This design comes from an exercise in tuning for small area, a short achievable clock period and few clock cycles per item on the open sky130 flow, not from production work.
RTL that was checked went through simulation tests only; none was proved equivalent to the original.
Power figures rest on the tool's default switching activity, not on a simulated workload.

== wip/zinc ==
==> flow/design.v <==
`default_nettype none
package cwc_pkg;
  localparam int TIME_W    = 32;   
  localparam int REG_W     = 16;   
  localparam int WIN_W     = 32;   
  localparam int FRAC_W    = 16;
  localparam int QUO_W     = 17;   
  localparam int REP_W     = 19;   
  localparam int CHUNK_W   = 8;    
  localparam int CFG_IDX_W = 2;
  localparam logic [REG_W-1:0] RST_TIMEOUT_LIMIT = 16'd90;
  localparam logic [REG_W-1:0] RST_INIT_WINDOW   = 16'd13;
  localparam logic [REG_W-1:0] RST_INIT_THRESH   = 16'd1000;
  localparam logic [CFG_IDX_W-1:0] REG_TIMEOUT_LIMIT = 2'd0;
  localparam logic [CFG_IDX_W-1:0] REG_INIT_WINDOW   = 2'd1;
  localparam logic [CFG_IDX_W-1:0] REG_INIT_THRESH   = 2'd2;
  localparam logic [1:0] PH_IDLE  = 2'd0;   
  localparam logic [1:0] PH_START = 2'd1;   
  localparam logic [1:0] PH_DIV   = 2'd2;   
  localparam logic [1:0] PH_ADD   = 2'd3;   
endpackage
`default_nettype wire
`default_nettype none
import cwc_pkg::*;
module cwc_recip (
  input  wire logic              clk,
  input  wire logic              start,
  input  wire logic              start_next,
  input  wire logic              load,
  input  wire logic [WIN_W:0]    load_val,
  input  wire logic [WIN_W-1:0]  divisor,
  output logic                   done,
  output logic                   zero,
  output logic                   ge,       
  output logic      [WIN_W:0]    sum       
);
  localparam int M0 = FRAC_W / 2;    
  localparam int NP = WIN_W / 2;
  localparam int XW = WIN_W + 4;
  logic [WIN_W:0]   rem_r;     
  logic [QUO_W+1:0] q_r;       
  logic [NP-1:M0-1] above;     
  logic [NP-1:M0]   pair;      
  logic             low, big;
  logic [WIN_W:0]   oh;        
  logic [QUO_W+1:0] mark;      
  logic [XW-1:0]    x, a1, a3, w3, w3_r;
  logic [WIN_W+1:0] a2;
  logic             c1, c2, c3, last;
  logic [1:0]       dig;
  logic [WIN_W-1:0] rn;
  always_comb begin
    above[NP-1] = 1'b0;
    for (int m = NP - 2; m >= M0 - 1; m--)
      above[m] = above[m+1] | divisor[2*m+2] | divisor[2*m+3];
    for (int m = M0; m < NP; m++)
      pair[m] = (divisor[2*m] | divisor[2*m+1]) & !above[m];
    zero = !above[M0-1] && (divisor[FRAC_W-1:0] == '0);
    low  = !above[M0-1] && !zero;
    oh   = '0;
    for (int m = M0; m < NP; m++) begin
      big       = divisor[2*m-1] | (divisor[2*m-2] & divisor[2*m-3]);
      oh[2*m+1] = oh[2*m+1] | ((divisor[2*m+1] | (divisor[2*m] & big)) & !above[m]);
      oh[2*m-1] = oh[2*m-1] | (divisor[2*m] & !divisor[2*m+1] & !big & !above[m]);
    end
    oh[2*M0-1]  = oh[2*M0-1] | low;
    oh[WIN_W-1] = oh[WIN_W-1] | zero;
    mark = '0;
    for (int j = 2*M0 - 1; j < WIN_W; j += 2) mark[j-(2*M0-1)] = oh[j];
    w3  = XW'(divisor) + XW'({divisor, 1'b0});
    x   = XW'({rem_r, 1'b0});
    a1  = (x | XW'(1)) + ~(XW'(divisor));
    a2  = {1'b0, rem_r} - {2'b00, divisor};
    a3  = x - w3_r;
    c1  = !a1[XW-1];
    c2  = !a2[WIN_W+1];
    c3  = !a3[XW-1];
    rn  = c3 ? a3[WIN_W-1:0] :
          c2 ? {a2[WIN_W-2:0], 1'b0} :
          c1 ? a1[WIN_W-1:0] : x[WIN_W-1:0];
    dig  = {c2, c3 | (c1 & !c2)};
    last = q_r[QUO_W-1];
  end
  always_ff @(posedge clk) begin
    w3_r <= (start || start_next) ? {1'b0, {(XW-1){1'b1}}} : w3;
    if (start) begin
      rem_r <= oh;
      q_r   <= zero ? {1'b1, {(QUO_W+1){1'b0}}} : mark;
    end else if (start_next) begin
      rem_r <= oh;
      q_r   <= mark;
    end else begin
      if (load)             rem_r <= load_val;
      else if (!q_r[QUO_W+1]) rem_r <= last ? ~((WIN_W+1)'({q_r[QUO_W-2:0], dig})) : {rn, 1'b0};
      if (!q_r[QUO_W+1]) q_r <= {q_r[QUO_W-1:0], dig};
    end
  end
  assign done = q_r[QUO_W+1];
  assign ge   = c2;
  assign sum  = ~a2[WIN_W:0];
endmodule
`default_nettype wire
`default_nettype none
import cwc_pkg::*;
module congestion_window_controller (
  input  wire logic                 clk,
  input  wire logic                 rst_n,
  input  wire logic                 in_tvalid,
  output logic                      in_tready,
  input  wire logic [63:0]          in_tdata,    
  output logic                      out_tvalid,
  input  wire logic                 out_tready,
  output logic      [15:0]          out_tdata,   
  output logic      [1:0]           out_tuser,   
  input  wire logic                 cfg_valid,
  output logic                      cfg_ready,
  input  wire logic [CFG_IDX_W-1:0] cfg_index,
  input  wire logic [REG_W-1:0]     cfg_data
);
  localparam logic [WIN_W-1:0] WIN_MAX = '1;
  localparam int NCHUNK = TIME_W / CHUNK_W;
  logic [WIN_W-1:0]  win_r;       
  logic [WIN_W-1:0]  thr_r;       
  logic [REG_W-1:0]  lim_r;       
  logic              avoid_r;     
  logic              sz_r;
  logic [REP_W-1:0]  rep_r;
  logic [1:0]        ph_r;
  logic [$clog2(NCHUNK)-1:0] ser_cnt_r;    
  logic [$clog2(NCHUNK)-1:0] ser_idx_r;    
  logic              ser_v_r;     
  logic [CHUNK_W-1:0] ser_rtt_r;
  logic              ser_done_r;  
  logic              ser_b1_r;    
  logic              ser_b2_r;    
  logic              cur_tout_r;  
  logic              out_v_r;
  logic              out_tout_r;
  logic              add_halve_r;  
  logic              add_go_r;     
  logic              rc_start, rc_next, rc_load, rc_done, rc_zero, rc_ge;
  logic [WIN_W:0]    rc_load_val;
  logic [WIN_W:0]    rc_sum;
  cwc_recip u_recip (
    .clk        (clk),
    .start      (rc_start),
    .start_next (rc_next),
    .load       (rc_load),
    .load_val   (rc_load_val),
    .divisor    (win_r),
    .done       (rc_done),
    .zero       (rc_zero),
    .ge         (rc_ge),
    .sum        (rc_sum)
  );
  logic [CHUNK_W-1:0] ser_a, ser_s, ser_l;
  logic [CHUNK_W+1:0] ser_r, ser_d;
  logic               tout;
  logic [REP_W-1:0]   rep_x, rep_sum;
  logic [REP_W:0]     rep_sum2;
  logic               rep_cin, rep_sat, rep_clear, halve, slow, win_gt_thr;
  logic [WIN_W-1:0]   win_sum_sat, win_other, win_d;
  logic               win_sel_sum;
  logic               eval, finish, fast, take, recip, to_add;
  always_comb begin
    ser_a    = in_tdata[TIME_W + CHUNK_W*ser_cnt_r +: CHUNK_W];
    ser_s    = in_tdata[CHUNK_W*ser_cnt_r +: CHUNK_W];
    ser_l    = (32'(ser_idx_r) < REG_W / CHUNK_W) ? lim_r[CHUNK_W*ser_idx_r[0] +: CHUNK_W] : '0;
    ser_r    = {1'b0, ser_a, 1'b0} - {1'b0, ser_s, ser_b1_r};
    ser_d    = {1'b0, ser_rtt_r, 1'b0} - {1'b0, ser_l, ser_b2_r};
    tout     = !ser_b2_r;
    eval     = (ph_r == PH_IDLE) && ser_done_r && !out_v_r;
    halve    = tout && sz_r;
    finish   = (ph_r == PH_DIV) && rc_done && !out_v_r;
    fast     = finish && ser_done_r && avoid_r && !halve;
    take     = eval || fast;
    win_gt_thr = !rc_ge;
    slow     = !tout && !avoid_r;
    recip    = avoid_r || (slow && win_gt_thr);
    to_add   = halve || (slow && !win_gt_thr);
    rc_start = (ph_r == PH_START);
    rc_next  = fast;
    rc_load  = (ph_r == PH_IDLE) || (ph_r == PH_ADD) || (finish && !fast);
    rc_load_val = (eval && to_add) ? ~((WIN_W+1)'(halve ? 2'd3 : 2'd2) << FRAC_W) :
                                     {1'b0, thr_r};
    win_sel_sum = finish || (ph_r == PH_ADD);
    win_sum_sat = rc_sum[WIN_W-1:0] |
                  {WIN_W{rc_sum[WIN_W] || (rc_zero && (ph_r == PH_DIV))}};
    if (cfg_valid && cfg_index == REG_INIT_WINDOW) win_other = WIN_W'(cfg_data) << FRAC_W;
    else if (eval && halve)                        win_other = win_r >> 1;
    else                                           win_other = win_r;
    win_d = win_sel_sum ? win_sum_sat : win_other;
    rep_sat   = !rep_r[REP_W-1] && rep_r[REP_W-2];
    if ((ph_r == PH_IDLE) && halve) begin
      rep_x   = ~(REP_W'(win_r[WIN_W-1:15]));
      rep_cin = ~|win_r[14:0];
    end else begin
      rep_x   = (sz_r && rep_sat) ? '0 : REP_W'(3);
      rep_cin = 1'b0;
    end
    rep_sum2  = {rep_r, 1'b1} + {rep_x, rep_cin};
    rep_sum   = rep_sum2[REP_W:1];
    rep_clear = !sz_r && !rep_r[REP_W-1];
  end
  assign in_tready = take;
  always_ff @(posedge clk) begin
    if (!rst_n) begin
      thr_r      <= WIN_W'(RST_INIT_THRESH) << FRAC_W;
      sz_r       <= 1'b1;
      rep_r      <= '0;
      lim_r      <= RST_TIMEOUT_LIMIT;
      avoid_r    <= 1'b0;
      ph_r       <= PH_IDLE;
      out_v_r    <= 1'b0;
      ser_cnt_r  <= '0;
      ser_v_r    <= 1'b0;
      ser_done_r <= 1'b0;
      ser_b1_r   <= 1'b0;
      ser_b2_r   <= 1'b0;
    end else begin
      if (take) begin
        ser_cnt_r  <= '0;
        ser_v_r    <= 1'b0;
        ser_done_r <= 1'b0;
        ser_b1_r   <= 1'b0;
        ser_b2_r   <= 1'b0;
      end else begin
        if (in_tvalid && !ser_done_r && !(ser_v_r && 32'(ser_idx_r) == NCHUNK - 1)) begin
          ser_cnt_r <= ser_cnt_r + 1'b1;
          ser_b1_r  <= ser_r[CHUNK_W+1];
          ser_v_r   <= 1'b1;
        end else begin
          ser_v_r   <= 1'b0;
        end
        if (ser_v_r) begin
          ser_b2_r   <= ser_d[CHUNK_W+1];
          ser_done_r <= (32'(ser_idx_r) == NCHUNK - 1);
        end
      end
      if (take && tout) begin
        if (halve) begin
          sz_r  <= (win_r == '0);
          rep_r <= rep_sum;
        end else if (rep_clear) begin
          sz_r  <= 1'b1;
          rep_r <= '0;
        end else begin
          rep_r <= rep_sum;
        end
      end else if (ph_r == PH_ADD && add_halve_r) begin
        rep_r <= rep_sum;
      end
      if (out_tready) out_v_r <= 1'b0;
      unique case (ph_r)
        PH_IDLE: begin
          if (eval) begin
            if (halve) begin
              avoid_r <= 1'b0;
              thr_r   <= win_r >> 1;
            end else if (slow && win_gt_thr) begin
              avoid_r <= 1'b1;
            end
            if (to_add)     ph_r <= PH_ADD;
            else if (recip) ph_r <= PH_START;
            else            out_v_r <= 1'b1;
          end
        end
        PH_ADD: begin
          if (add_go_r) ph_r <= PH_START;
          else begin
            ph_r    <= PH_IDLE;
            out_v_r <= 1'b1;
          end
        end
        PH_START: ph_r <= PH_DIV;
        PH_DIV: begin
          if (finish) begin
            out_v_r <= 1'b1;
            if (!fast) ph_r <= PH_IDLE;
          end
        end
        default: ph_r <= PH_IDLE;
      endcase
      if (cfg_valid) begin
        unique case (cfg_index)
          REG_TIMEOUT_LIMIT: lim_r <= cfg_data;
          REG_INIT_THRESH:   thr_r <= WIN_W'(cfg_data) << FRAC_W;
          default: ;
        endcase
      end
    end
  end
  always_ff @(posedge clk) begin
    if (!rst_n) win_r <= WIN_W'(RST_INIT_WINDOW) << FRAC_W;
    else        win_r <= win_d;
  end
  always_ff @(posedge clk) begin
    ser_rtt_r <= ser_r[CHUNK_W:1];
    ser_idx_r <= ser_cnt_r;
    if (take) cur_tout_r <= tout;
    if (eval && !to_add && !recip)             out_tout_r <= tout;
    else if (finish || (ph_r == PH_ADD && !add_go_r)) out_tout_r <= cur_tout_r;
    if (eval) begin
      add_halve_r <= halve;
      add_go_r    <= halve && avoid_r;
    end
  end
  assign cfg_ready  = 1'b1;
  assign out_tvalid = out_v_r;
  assign out_tdata  = win_r[WIN_W-1:FRAC_W];
  assign out_tuser  = {out_tout_r, avoid_r};
endmodule
`default_nettype wire
make LEC_CHECK=0 CAP_MARGIN=20 CORE_MARGIN=2 CORE_UTILIZATION=40 SETUP_SLACK_MARGIN=2.5 SLEW_MARGIN=20 finish   # period 6.0 ns
run.sh (not shown) runs the stock make flow with config.mk's settings and CLKGATE_MAP_FILE= SYNTH_SCRIPT=/design/flow/synth_recipe.tcl, a recipe that flattens the netlist after the stock synthesis.
wip/zinc: full flow OK, the timing, design-rule and antenna checks passed
Testbench counts of wip/zinc, summed over its fixed seeds: cycles 75,373, items 9,378.
What wip/yarrow does differently from wip/zinc at the input level:
-- flow/design.v --
<<< wip/zinc, line 42
  logic [NP-1:M0-1] above;     
  logic [NP-1:M0]   pair;      
  logic             low, big;
  logic [WIN_W:0]   oh;        
  logic [QUO_W+1:0] mark;      
>>> wip/yarrow, line 42
  logic [NP-1:M0-1] above;     
  logic [NP-1:M0]   pair;      
  logic             low;
  logic [WIN_W:0]   oh;        
  logic [QUO_W+1:0] mark;      
<<< wip/zinc, line 60
    oh   = '0;
    for (int m = M0; m < NP; m++) begin
      big       = divisor[2*m-1] | (divisor[2*m-2] & divisor[2*m-3]);
      oh[2*m+1] = oh[2*m+1] | ((divisor[2*m+1] | (divisor[2*m] & big)) & !above[m]);
      oh[2*m-1] = oh[2*m-1] | (divisor[2*m] & !divisor[2*m+1] & !big & !above[m]);
    end
    oh[2*M0-1]  = oh[2*M0-1] | low;
>>> wip/yarrow, line 60
    oh   = '0;
    for (int m = M0; m < NP; m++) begin
      oh[2*m+1] = oh[2*m+1] | (divisor[2*m+1] & !above[m]);
      oh[2*m-1] = oh[2*m-1] | (divisor[2*m] & !divisor[2*m+1] & !above[m]);
    end
    oh[2*M0-1]  = oh[2*M0-1] | low;
<<< wip/zinc, line 160
  logic [REP_W:0]     rep_sum2;
  logic               rep_cin, rep_sat, rep_clear, halve, slow, win_gt_thr;
  logic [WIN_W-1:0]   win_sum_sat, win_other, win_d;
  logic               win_sel_sum;
  logic               eval, finish, fast, take, recip, to_add;
  always_comb begin
>>> wip/yarrow, line 159
  logic [REP_W:0]     rep_sum2;
  logic               rep_cin, rep_sat, rep_clear, halve, slow, win_gt_thr;
  logic [WIN_W-1:0]   win_sat;
  logic               eval, finish, fast, take, recip, to_add;
  always_comb begin
<<< wip/zinc, line 182
    rc_next  = fast;
    rc_load  = (ph_r == PH_IDLE) || (ph_r == PH_ADD) || (finish && !fast);
    rc_load_val = (eval && to_add) ? ~((WIN_W+1)'(halve ? 2'd3 : 2'd2) << FRAC_W) :
                                     {1'b0, thr_r};
    win_sel_sum = finish || (ph_r == PH_ADD);
    win_sum_sat = rc_sum[WIN_W-1:0] |
                  {WIN_W{rc_sum[WIN_W] || (rc_zero && (ph_r == PH_DIV))}};
    if (cfg_valid && cfg_index == REG_INIT_WINDOW) win_other = WIN_W'(cfg_data) << FRAC_W;
    else if (eval && halve)                        win_other = win_r >> 1;
    else                                           win_other = win_r;
    win_d = win_sel_sum ? win_sum_sat : win_other;
    rep_sat   = !rep_r[REP_W-1] && rep_r[REP_W-2];
    if ((ph_r == PH_IDLE) && halve) begin
>>> wip/yarrow, line 180
    rc_next  = fast;
    rc_load  = (ph_r == PH_IDLE) || (ph_r == PH_ADD) || (finish && !fast);
    rc_load_val = (eval && to_add) ? ~((WIN_W+1)'(halve ? 3'd6 : 3'd2) << FRAC_W) :
                                     {1'b0, thr_r};
    win_sat  = rc_sum[WIN_W] ? WIN_MAX : rc_sum[WIN_W-1:0];
    rep_sat   = !rep_r[REP_W-1] && rep_r[REP_W-2];
    if ((ph_r == PH_IDLE) && halve) begin
<<< wip/zinc, line 206
  always_ff @(posedge clk) begin
    if (!rst_n) begin
      thr_r      <= WIN_W'(RST_INIT_THRESH) << FRAC_W;
      sz_r       <= 1'b1;
>>> wip/yarrow, line 198
  always_ff @(posedge clk) begin
    if (!rst_n) begin
      win_r      <= WIN_W'(RST_INIT_WINDOW) << FRAC_W;
      thr_r      <= WIN_W'(RST_INIT_THRESH) << FRAC_W;
      sz_r       <= 1'b1;
<<< wip/zinc, line 267
        end
        PH_ADD: begin
          if (add_go_r) ph_r <= PH_START;
          else begin
>>> wip/yarrow, line 260
        end
        PH_ADD: begin
          win_r <= add_halve_r ? rc_sum[WIN_W:1] : win_sat;
          if (add_go_r) ph_r <= PH_START;
          else begin
<<< wip/zinc, line 276
        PH_DIV: begin
          if (finish) begin
            out_v_r <= 1'b1;
            if (!fast) ph_r <= PH_IDLE;
>>> wip/yarrow, line 270
        PH_DIV: begin
          if (finish) begin
            win_r   <= rc_zero ? WIN_MAX : win_sat;
            out_v_r <= 1'b1;
            if (!fast) ph_r <= PH_IDLE;
<<< wip/zinc, line 285
        unique case (cfg_index)
          REG_TIMEOUT_LIMIT: lim_r <= cfg_data;
          REG_INIT_THRESH:   thr_r <= WIN_W'(cfg_data) << FRAC_W;
          default: ;
>>> wip/yarrow, line 280
        unique case (cfg_index)
          REG_TIMEOUT_LIMIT: lim_r <= cfg_data;
          REG_INIT_WINDOW:   win_r <= WIN_W'(cfg_data) << FRAC_W;
          REG_INIT_THRESH:   thr_r <= WIN_W'(cfg_data) << FRAC_W;
          default: ;
<<< wip/zinc, line 290
      end
    end
  end
  always_ff @(posedge clk) begin
    if (!rst_n) win_r <= WIN_W'(RST_INIT_WINDOW) << FRAC_W;
    else        win_r <= win_d;
  end
  always_ff @(posedge clk) begin
>>> wip/yarrow, line 286
      end
    end
  end
  always_ff @(posedge clk) begin
Compared with wip/zinc, wip/yarrow shows a higher number of vias after detailed routing. There was hardly any difference in share of synthesized area occupied by flip-flops and latches between wip/zinc and wip/yarrow. Comparing wip/zinc and wip/yarrow, the higher number of distinct library cells after synthesis is on wip/yarrow. [wip/yarrow vs wip/zinc] sequential share of layout area: higher in wip/yarrow. Going from wip/zinc to wip/yarrow, the leakage component of the power was found to have gone down by 0.43 nW. Delta (wip/yarrow minus wip/zinc): wire length of the first global-routing pass increased by about 1.3% relative to the old numbers; shortest period the worst path allows went down by 0.026 ns; power density normalized to cell area now sits lower. Diff wip/zinc and wip/yarrow: finished layout cell area lower in wip/yarrow. Final routed wirelength across all metal layers across wip/zinc and wip/yarrow: no real change. Power: higher on wip/zinc.
No functional check of the RTL was part of wip/yarrow.

==> port drivers added, routing unchanged <==
Ports are ideal in the flow. The routed layouts listed here were re-timed in OpenROAD. Step 1, drivers: a clkbuf_16 drives clk and a buf_2 each remaining input, both assumed. Step 2 also shifts input and output timing later by t, the mid clock arrival at the registers, as if the neighbouring blocks saw the same clock. a / b / c = ideal ports / drivers / drivers and shift; a / b = the first two.
run | shift t [ns] | slack for setup (ns) | worst register clock-pin slew, ns
wip/zinc | 0.603 | 2.460 / 2.460 / 2.128 | 0.07 / 0.07
wip/yarrow | 0.604 | 2.485 / 2.485 / 2.043 | 0.07 / 0.07
After both steps setup and hold are still met in every run listed. For wip/yarrow, which loses most, drivers alone change the setup slack by 0.000 ns; drivers and shift together by -0.442 ns.
